This design comes from an exercise in tuning for small area, a short achievable clock period and few clock cycles per item on the open sky130 flow, not from production work.
At most, simulation tests tie the RTL to the original design; equivalence was not proved.
Power is estimated from default activity; no workload was simulated.

## main
==> flow/design.v <==
`timescale 1ns/100ps
`default_nettype none
module rr_picker (
    input  wire  [8-1:0]               call_vld_i,
    input  wire  [8*$clog2(4)-1:0]   child_i,
    input  wire  [4-1:0]              child_rdy_i,
    input  wire  [8-1:0]               mask_i,
    output logic                                 any_o,
    output logic [8-1:0]               grant_o
);
    localparam int NP = 8;
    logic [NP-1:0] elig;
    logic [NP-1:0] kill;
    logic [4-1:0] dec [NP];
    always_comb begin
        for (int p = 0; p < NP; p++) begin
            for (int c = 0; c < 4; c++) begin
                dec[p][c] = call_vld_i[p] & (child_i[p*$clog2(4) +: $clog2(4)] == $clog2(4)'(c));
            end
            elig[p] = (dec[p] & child_rdy_i) != '0;
        end
    end
    always_comb begin
        for (int p = 0; p < NP; p++) begin
            kill[p] = 1'b0;
            for (int q = 0; q < NP; q++) begin
                if (q < p) begin
                    kill[p] = kill[p] | (elig[q] & ~(~mask_i[q] & mask_i[p]));
                end else if (q > p) begin
                    kill[p] = kill[p] | (elig[q] & mask_i[q] & ~mask_i[p]);
                end
            end
            grant_o[p] = elig[p] & ~kill[p];
        end
    end
    assign any_o = elig != '0;
endmodule
`default_nettype wire
`timescale 1ns/100ps
`default_nettype none
module call_arbiter (
    input  wire                                  clk,
    input  wire                                  rstn,
    input  wire  [8-1:0]               call_vld_i,
    input  wire  [8*($clog2(4) + $clog2(4) + 1 + 16 + 2 * 16)-1:0]     call_req_i,
    output logic [8-1:0]               call_rdy_o,
    input  wire  [4-1:0]              child_rdy_i,
    output logic                                 call_vld_o,
    output logic [($clog2(8) + ($clog2(4) + $clog2(4) + 1 + 16 + 2 * 16))-1:0]                 call_o
);
    localparam int NP = 8;
    logic [NP*$clog2(4)-1:0]  child;
    logic [NP-1:0]              grant;
    logic                       any;
    logic [NP-1:0]              mask;
    logic [NP-1:0]              mask_next;
    logic [($clog2(8) + ($clog2(4) + $clog2(4) + 1 + 16 + 2 * 16))-1:0]       sel;
    always_comb begin
        for (int p = 0; p < NP; p++) begin
            child[p*$clog2(4) +: $clog2(4)] =
                call_req_i[p*($clog2(4) + $clog2(4) + 1 + 16 + 2 * 16) + (($clog2(4) + $clog2(4) + 1 + 16 + 2 * 16) - $clog2(4)) +: $clog2(4)];
        end
    end
    rr_picker i_pick_rdy (
        .call_vld_i (call_vld_i),
        .child_i    (child),
        .child_rdy_i(child_rdy_i),
        .mask_i     (mask),
        .any_o      (),
        .grant_o    (call_rdy_o)
    );
    rr_picker i_pick (
        .call_vld_i (call_vld_i),
        .child_i    (child),
        .child_rdy_i(child_rdy_i),
        .mask_i     (mask),
        .any_o      (any),
        .grant_o    (grant)
    );
    always_comb begin
        sel = '0;
        for (int p = 0; p < NP; p++) begin
            sel = sel | ({($clog2(8) + ($clog2(4) + $clog2(4) + 1 + 16 + 2 * 16)){grant[p]}} &
                         {$clog2(8)'(p), call_req_i[p*($clog2(4) + $clog2(4) + 1 + 16 + 2 * 16) +: ($clog2(4) + $clog2(4) + 1 + 16 + 2 * 16)]});
        end
    end
    always_comb begin
        for (int q = 0; q < NP; q++) begin
            mask_next[q] = 1'b0;
            for (int p = 0; p < q; p++) begin
                mask_next[q] = mask_next[q] | grant[p];
            end
        end
    end
    always_ff @(posedge clk or negedge rstn) begin
        if (!rstn) begin
            call_vld_o <= 1'b0;
            mask       <= '0;
        end else begin
            call_vld_o <= any;
            if (any) begin
                mask <= mask_next;
            end
        end
    end
    always_ff @(posedge clk) begin
        call_o <= sel;
    end
endmodule
`default_nettype wire
Settings: LEC_CHECK=0, CAP_MARGIN=20, CORE_AREA=2.5 2.5 177.5 177.5, DIE_AREA=0 0 180 180, SETUP_SLACK_MARGIN=1.3, SLEW_MARGIN=20, SYNTH_HIERARCHICAL=1, TNS_END_PERCENT=0; clock period 4.0 ns.
standard.sh (not shown) runs the stock make flow with config.mk's settings and CLKGATE_MAP_FILE= SYNTH_SCRIPT=/design/flow/synth_recipe.tcl, a recipe that flattens the netlist after the stock synthesis.
==> flow/flow/run.sh <==
#!/bin/bash
# standard layout, but with plain buffers on the ports instead of the delay
# cells buffer_ports picks by default
set -euo pipefail
export BUFFER_PORTS_ARGS="-buffer_cell sky130_fd_sc_hd__buf_1"
bash standard.sh > flow_make.log 2>&1
What the feature branch does differently from main at the input level:
-- flow/config.mk --
<<< main, line 10
export DIE_AREA = 0 0 180 180
export SETUP_SLACK_MARGIN = 1.3
export SLEW_MARGIN = 20
export SYNTH_HIERARCHICAL = 1
export TNS_END_PERCENT = 0
>>> the feature branch, line 10
export DIE_AREA = 0 0 180 180
export SETUP_SLACK_MARGIN = 1.0
export SLEW_MARGIN = 20
export SYNTH_HIERARCHICAL = 1
[summary]
The run with more setup slack is main; the feature branch has less.
The feature branch vs main — post-layout total power climbed by a few percent
The feature branch vs. main: minimum period implied by the final worst setup slack went up by 5.3 ps.
No run of this note included a check of the RTL's function; only the layout flow was run.

---

Another version of the RTL of call_arbiter (not shown whole).
For scale: roughly 500 I/O pins, ~4300 sq um of cells after synthesis.
==> flow/config.mk <==
export PLATFORM = sky130hd
export DESIGN_NAME = call_arbiter
export DESIGN_NICKNAME = call_arbiter
export VERILOG_FILES = /design/flow/design.v
export SDC_FILE = /design/flow/constraint.sdc
export NUM_CORES = 4
export LEC_CHECK = 0
export CAP_MARGIN = 20
export CORE_AREA = 2.5 2.5 177.5 177.5
export DIE_AREA = 0 0 180 180
export SETUP_SLACK_MARGIN = 1.3
export SLEW_MARGIN = 20
export SYNTH_HIERARCHICAL = 1
export TNS_END_PERCENT = 0
==> flow/constraint.sdc <==
create_clock -name core_clock -period 4.0 [get_ports {clk}]
set_input_delay 0.8000 -clock core_clock [delete_from_list [all_inputs] [get_ports {clk}]]
set_output_delay 0.8000 -clock core_clock [all_outputs]
set_load 0.01 [all_outputs]
==> flow/flow/run.sh <==
#!/bin/bash
# The standard layout (standard.sh), with two changes:
# - synthesis maps the rr_picker module (the pick behind call_rdy_o and
#   call_o) with a delay-oriented ABC script, see my_synth.tcl; all else as
#   standard
# - port buffers are plain buf_1 cells instead of the delay cells that
#   buffer_ports picks by default
set -euo pipefail
export BUFFER_PORTS_ARGS="-buffer_cell sky130_fd_sc_hd__buf_1"
sed "s#SYNTH_SCRIPT=[^ ]*#SYNTH_SCRIPT=$PWD/flow/my_synth.tcl#" standard.sh > own_standard.sh
grep -q "SYNTH_SCRIPT=$PWD/flow/my_synth.tcl" own_standard.sh
bash own_standard.sh > flow_make.log 2>&1
==> flow/flow/fast.script <==
strash
dch
map -p
mfs2
strash
dch
map -p
buffer -c
topo
stime -c
upsize -c
dnsize -c
==> flow/flow/my_synth.tcl <==
# The standard synthesis (synth_recipe.tcl, sourced unchanged), except that
# ABC first maps the round-robin pick module (rr_picker, which drives
# call_rdy_o and the call_o multiplexer) with a delay-oriented script; the
# second call then maps the rest as the standard synthesis does
set own_dir [file dirname [file normalize [info script]]]
set fast_script [file join $own_dir fast.script]
proc abc {args} {
  set i [lsearch -exact $args -script]
  set fast_args [lreplace $args [expr {$i + 1}] [expr {$i + 1}] $::fast_script]
  yosys abc {*}$fast_args rr_picker
  yosys abc {*}$args
}
source [file join [file dirname $own_dir] synth_recipe.tcl]
Testbench counts at the start, summed over its fixed seeds: cycles 3,319, calls 3,072.
Next try:
--- a/flow/flow/run.sh
+++ b/flow/flow/run.sh
@@ -1,3 +1,3 @@
 #!/bin/bash
-# The standard layout (standard.sh), with two changes:
+# The standard layout (standard.sh), with three changes:
 # - synthesis maps the rr_picker module (the pick behind call_rdy_o and
@@ -7,4 +7,6 @@
 #   buffer_ports picks by default
+# - the pick's ports are placed together, see io.tcl
 set -euo pipefail
 export BUFFER_PORTS_ARGS="-buffer_cell sky130_fd_sc_hd__buf_1"
+export IO_CONSTRAINTS="$PWD/flow/io.tcl"
 sed "s#SYNTH_SCRIPT=[^ ]*#SYNTH_SCRIPT=$PWD/flow/my_synth.tcl#" standard.sh > own_standard.sh
==> flow/flow/io.tcl (new file) <==
# keep the ports of the pick (offers, child bits, child readiness and
# call_rdy_o) together on one stretch of the bottom edge, so the path from
# them through the pick back to call_rdy_o stays short
set_io_pin_constraint -region bottom:50-120 -pin_names [list \
    {call_vld_i[0]} \
    {call_vld_i[1]} \
    {call_vld_i[2]} \
    {call_vld_i[3]} \
    {call_vld_i[4]} \
    {call_vld_i[5]} \
    {call_vld_i[6]} \
    {call_vld_i[7]} \
    {child_rdy_i[0]} \
    {child_rdy_i[1]} \
    {child_rdy_i[2]} \
    {child_rdy_i[3]} \
    {call_rdy_o[0]} \
    {call_rdy_o[1]} \
    {call_rdy_o[2]} \
    {call_rdy_o[3]} \
    {call_rdy_o[4]} \
    {call_rdy_o[5]} \
    {call_rdy_o[6]} \
    {call_rdy_o[7]} \
    {call_req_i[51]} \
    {call_req_i[52]} \
    {call_req_i[104]} \
    {call_req_i[105]} \
    {call_req_i[157]} \
    {call_req_i[158]} \
    {call_req_i[210]} \
    {call_req_i[211]} \
    {call_req_i[263]} \
    {call_req_i[264]} \
    {call_req_i[316]} \
    {call_req_i[317]} \
    {call_req_i[369]} \
    {call_req_i[370]} \
    {call_req_i[422]} \
    {call_req_i[423]} \
]
- CORE_AREA: 2.5 2.5 177.5 177.5 -> 2.5 2.5 169.5 169.5
- CTS_BUF_LIST: unset -> sky130_fd_sc_hd__clkbuf_8
- DIE_AREA: 0 0 180 180 -> 0 0 172 172
- SETUP_SLACK_MARGIN: 1.3 -> 1.5
=> Worst hold slack got worse by 0.0045 ns. Clock skew stays flat. Clock-buffer cell count drops by 1. Worst setup slack improved by 0.032 ns. Via count climbs by a few percent.
Next try:
--- a/flow/flow/run.sh
+++ b/flow/flow/run.sh
@@ -1,3 +1,3 @@
 #!/bin/bash
-# The standard layout (standard.sh), with three changes:
+# The standard layout (standard.sh), with two changes:
 # - synthesis maps the rr_picker module (the pick behind call_rdy_o and
@@ -7,6 +7,4 @@
 #   buffer_ports picks by default
-# - the pick's ports are placed together, see io.tcl
 set -euo pipefail
 export BUFFER_PORTS_ARGS="-buffer_cell sky130_fd_sc_hd__buf_1"
-export IO_CONSTRAINTS="$PWD/flow/io.tcl"
 sed "s#SYNTH_SCRIPT=[^ ]*#SYNTH_SCRIPT=$PWD/flow/my_synth.tcl#" standard.sh > own_standard.sh
- CTS_CLUSTER_DIAMETER: unset -> 250
- CTS_CLUSTER_SIZE: unset -> 40
- SETUP_SLACK_MARGIN: 1.5 -> 1.3
removed: flow/flow/io.tcl
Cell count rose slightly.
Worst hold slack loses 0.020 ns.
Routed wire length rose slightly.
First-iteration DRC count fell by roughly a tenth.
Core utilization rose by 0.55 points.
Total power rose slightly.
Setup slack gains 0.016 ns.
Synthesized area does not change.
Non-clock buffer count rose by 8.
Clock skew rose by 0.0059 ns.
Next try:
- CTS_CLUSTER_DIAMETER: 250 -> unset
- CTS_CLUSTER_SIZE: 40 -> unset
- TNS_END_PERCENT: 0 -> 100
After rerunning: The changed run completed without violations. Synthesized area does not change. Hold slack gains 0.0032 ns. Power rises by about 0.9%. Combinational power barely changes. Clock power stays flat. Flip-flop and latch count does not change. Sequential share of layout area falls by 0.34 points.

---

Setup of v10:
call_arbiter again, from the RTL that the note above started with.
clock: 4.0 ns
lec_check: 0
cap_margin: 20
core_area: 2.5 2.5 169.5 169.5
cts_buf_list: sky130_fd_sc_hd__clkbuf_8
die_area: 0 0 172 172
setup_slack_margin: 1.3
slew_margin: 20
synth_hierarchical: 1
tns_end_percent: 0
==> flow/flow/run.sh <==
#!/bin/bash
# The standard layout (standard.sh), with two changes:
# - synthesis maps the rr_picker module (the pick behind call_rdy_o and
#   call_o) with a delay-oriented ABC script, see my_synth.tcl; all else as
#   standard
# - port buffers are plain buf_1 cells instead of the delay cells that
#   buffer_ports picks by default
# - the pick's ports are placed together, see io.tcl
set -euo pipefail
export BUFFER_PORTS_ARGS="-buffer_cell sky130_fd_sc_hd__buf_1"
export IO_CONSTRAINTS="$PWD/flow/io.tcl"
sed "s#SYNTH_SCRIPT=[^ ]*#SYNTH_SCRIPT=$PWD/flow/my_synth.tcl#" standard.sh > own_standard.sh
grep -q "SYNTH_SCRIPT=$PWD/flow/my_synth.tcl" own_standard.sh
bash own_standard.sh > flow_make.log 2>&1
==> flow/flow/io.tcl <==
# keep the ports of the pick (offers, child bits, child readiness and
# call_rdy_o) together on one stretch of the bottom edge, so the path from
# them through the pick back to call_rdy_o stays short
set_io_pin_constraint -region bottom:50-120 -pin_names [list \
    {call_vld_i[0]} \
    {call_vld_i[1]} \
    {call_vld_i[2]} \
    {call_vld_i[3]} \
    {call_vld_i[4]} \
    {call_vld_i[5]} \
    {call_vld_i[6]} \
    {call_vld_i[7]} \
    {child_rdy_i[0]} \
    {child_rdy_i[1]} \
    {child_rdy_i[2]} \
    {child_rdy_i[3]} \
    {call_rdy_o[0]} \
    {call_rdy_o[1]} \
    {call_rdy_o[2]} \
    {call_rdy_o[3]} \
    {call_rdy_o[4]} \
    {call_rdy_o[5]} \
    {call_rdy_o[6]} \
    {call_rdy_o[7]} \
    {call_req_i[51]} \
    {call_req_i[52]} \
    {call_req_i[104]} \
    {call_req_i[105]} \
    {call_req_i[157]} \
    {call_req_i[158]} \
    {call_req_i[210]} \
    {call_req_i[211]} \
    {call_req_i[263]} \
    {call_req_i[264]} \
    {call_req_i[316]} \
    {call_req_i[317]} \
    {call_req_i[369]} \
    {call_req_i[370]} \
    {call_req_i[422]} \
    {call_req_i[423]} \
]
Scripts as last shown in full above: flow/flow/fast.script, flow/flow/my_synth.tcl
Testbench counts of v10, summed over its fixed seeds: cycles 3,319, calls 3,072.
--- input diff v10..v1 ---
Settings: removing SETUP_SLACK_MARGIN (formerly 1.3); removing TNS_END_PERCENT (formerly 0).
diff --git a/flow/flow/run.sh b/flow/flow/run.sh
--- a/flow/flow/run.sh
+++ b/flow/flow/run.sh
@@ -8 +7,0 @@
-# - the pick's ports are placed together, see io.tcl
@@ -11 +9,0 @@
-export IO_CONSTRAINTS="$PWD/flow/io.tcl"
removed: flow/flow/io.tcl
## What came out
In the tables for v10 and v1, aggregate global-route resource usage reads lower with v1. Compared with v10, in v1 fraction of power consumed by combinational cells saw little to no change; post-detailed-route via-to-cell ratio saw a decrease; sequential share of layout area saw an increase. Compared with v10, v1 shows a lower area after detailed placement.
Inputs modified between v1 and v12:
Settings: a change of DIE_AREA from 0 0 172 172 to 0 0 180 180; an added SETUP_SLACK_MARGIN of 1.3; a deleted CTS_BUF_LIST that had been sky130_fd_sc_hd__clkbuf_8; a change of CORE_AREA from 2.5 2.5 169.5 169.5 to 2.5 2.5 177.5 177.5; an added TNS_END_PERCENT of 0.
==> flow/flow/fast.script <==
strash
dch
map -p
buffer -c
topo
stime -c
upsize -c
dnsize -c
- v12: clock-buffer cell count 2 above v1
- v12 — post-layout minimum cycle time 340 ps lower, v1 as reference
- In v12, the fmax came out about 12% above the value in v1.
- Against v1, v12 comes in about 10% higher on die area.
- v12 did not stop at any stage, and its layout met the timing, DRC and antenna checks.
diff inputs: v12 => v30
Settings: CTS_BUF_LIST newly set to sky130_fd_sc_hd__clkbuf_8; CORE_AREA changed from 2.5 2.5 177.5 177.5 to 2.5 2.5 169.5 169.5; DIE_AREA changed from 0 0 180 180 to 0 0 172 172.
diff --git a/flow/flow/run.sh b/flow/flow/run.sh
--- a/flow/flow/run.sh
+++ b/flow/flow/run.sh
@@ -2 +2 @@
-# The standard layout (standard.sh), with two changes:
+# The standard layout (standard.sh), with three changes:
@@ -7,0 +8 @@
+# - the pick's ports are placed together, see io.tcl
@@ -9,0 +11 @@
+export IO_CONSTRAINTS="$PWD/flow/io.tcl"
==> flow/flow/fast.script <==
strash
dch
map -p
mfs2
strash
dch
map -p
buffer -c
topo
stime -c
upsize -c
dnsize -c
==> flow/flow/io.tcl (new file) <==
# keep the ports of the pick (offers, child bits, child readiness and
# call_rdy_o) together on one stretch of the bottom edge, so the path from
# them through the pick back to call_rdy_o stays short
set_io_pin_constraint -region bottom:50-120 -pin_names [list \
    {call_vld_i[0]} \
    {call_vld_i[1]} \
    {call_vld_i[2]} \
    {call_vld_i[3]} \
    {call_vld_i[4]} \
    {call_vld_i[5]} \
    {call_vld_i[6]} \
    {call_vld_i[7]} \
    {child_rdy_i[0]} \
    {child_rdy_i[1]} \
    {child_rdy_i[2]} \
    {child_rdy_i[3]} \
    {call_rdy_o[0]} \
    {call_rdy_o[1]} \
    {call_rdy_o[2]} \
    {call_rdy_o[3]} \
    {call_rdy_o[4]} \
    {call_rdy_o[5]} \
    {call_rdy_o[6]} \
    {call_rdy_o[7]} \
    {call_req_i[51]} \
    {call_req_i[52]} \
    {call_req_i[104]} \
    {call_req_i[105]} \
    {call_req_i[157]} \
    {call_req_i[158]} \
    {call_req_i[210]} \
    {call_req_i[211]} \
    {call_req_i[263]} \
    {call_req_i[264]} \
    {call_req_i[316]} \
    {call_req_i[317]} \
    {call_req_i[369]} \
    {call_req_i[370]} \
    {call_req_i[422]} \
    {call_req_i[423]} \
]
Notes after the runs:
For v30, the slowest cell on the critical path was sky130_fd_sc_hd__nor3_4, unlike v12, where it was sky130_fd_sc_hd__a22oi_2. In v30 the count of cells along the worst register-to-register path turned out 2 higher than in v12. Last element of the critical path = call_rdy_o[3]: v12; last element of the critical path = call_rdy_o[4]: v30. Final wirelength | v30 below v12. [compare] base=v12 new=v30: total routing resource utilization after global routing lower, post-route total power lower. Worst-case clock skew: v30 vs v12 — no meaningful difference. Summary of the comparison: leakage component of the power is lower in v30, relative to v12.
> inputs changed (v30 -> v55)
Settings: a change of CORE_AREA from 2.5 2.5 169.5 169.5 to 2.5 2.5 177.5 177.5; a change of DIE_AREA from 0 0 172 172 to 0 0 180 180.
diff --git a/flow/flow/run.sh b/flow/flow/run.sh
--- a/flow/flow/run.sh
+++ b/flow/flow/run.sh
@@ -2 +2 @@
-# The standard layout (standard.sh), with three changes:
+# The standard layout (standard.sh), with two changes:
@@ -8 +7,0 @@
-# - the pick's ports are placed together, see io.tcl
@@ -11 +9,0 @@
-export IO_CONSTRAINTS="$PWD/flow/io.tcl"
removed: flow/flow/io.tcl
Results
- call_req_i[51] as the startpoint of the worst setup timing path was reported by v30, and call_vld_i[6] by v55.
- As far as area of the multi-input gates is concerned, v55 and v30 perform about the same.
- Comparing v30 and v55, the lower total detailed-routing wirelength is on v30.
- Total number of cells along the worst setup path came out lower on v55 than on v30.
- Total of max-cap violations: v55 vs v30 identical
- Compared with v30, v55 shows final area that has gone up slightly.
- Against v30 as the reference, v55 delivers a higher total number of tap cells.
[inputs] v35 vs v55
Settings: DIE_AREA now 0 0 172 172, was 0 0 180 180; CORE_AREA now 2.5 2.5 169.5 169.5, was 2.5 2.5 177.5 177.5.
==> flow/flow/fast.script <==
strash
dch
map -p
mfs2
strash
dch
map -p
buffer -c
topo
stime -c
upsize -c
Results
- Comparing v35 against v55, there is no change at all in number of primary I/O pins.
- Diff v55 -> v35 | share of total power in the clock network | decrease of 1.0 points
- Per the comparison of v35 with v55, worst-case setup margin in the final layout down 9.6 ps, overall via count from detail_route up about 3.5%, total internal power fell by 0.36%, clock tree buffer count of the final layout -1.
- Compared with v55, v35 shows a worst hold slack that is 17 ps higher.
- In the reports for v35 and v55, the larger area of the mapped netlist belongs to v35.
- Total leakage power: v35 and v55 compared, lower one is v55
- Higher routed wire length among v35 and v55: v35
- Sequential share of layout area: v55 vs v35 — no meaningful difference

port drivers added, routing unchanged:
The flow's constraints put no driver on any port. The routed layouts listed below were extracted and timed again, unchanged, in two steps.
Step 1 (the two cells are an assumption about what drives the block):
set clk [get_ports {clk}]
set_driving_cell -lib_cell sky130_fd_sc_hd__clkbuf_16 $clk
set_driving_cell -lib_cell sky130_fd_sc_hd__buf_2 [delete_from_list [all_inputs] $clk]
Step 2 times the ports against the registers' clock, not the clock port: input delays grow and output delays shrink by t, the midpoint of the rising clock arrivals with the driver on.
a / b / c = no drivers / after step 1 / after step 2; a / b = the first two.
run	t, ns	setup slack, ns	worst setup path after step 2	clock arrival spread, ns	worst register clock-pin slew, ns
main	0.381	0.704 / 0.644 / 0.408	input to register	0.014 / 0.014	0.07 / 0.07
the feature branch	0.385	0.698 / 0.652 / 0.624	input to register	0.008 / 0.009	0.06 / 0.06
the first run of note 2	0.380	1.098 / 1.045 / 0.806	input to register	0.012 / 0.012	0.07 / 0.07
the second run of note 2	0.384	1.131 / 1.085 / 0.764	input to register	0.016 / 0.016	0.08 / 0.08
the third run of note 2	0.391	1.147 / 1.108 / 0.822	input to register	0.021 / 0.021	0.09 / 0.09
the fourth run of note 2	0.391	1.152 / 1.098 / 0.805	input to register	0.023 / 0.023	0.10 / 0.10
v10	0.386	1.124 / 1.095 / 0.859	input to register	0.020 / 0.020	0.09 / 0.09
v1	0.391	0.834 / 0.807 / 0.704	input to register	0.025 / 0.025	0.10 / 0.10
v12	0.389	1.171 / 1.112 / 0.958	input to register	0.014 / 0.014	0.07 / 0.07
v30	0.386	1.124 / 1.095 / 0.859	input to register	0.020 / 0.020	0.09 / 0.09
v55	0.395	1.090 / 1.038 / 0.783	input to register	0.017 / 0.017	0.09 / 0.09
v35	0.387	1.080 / 1.057 / 0.781	input to register	0.015 / 0.015	0.09 / 0.09
After both steps setup and hold are still met in every run listed. The setup slack of the second run of note 2, which loses most, moves by -0.046 ns with the drivers and by -0.367 ns with both steps.
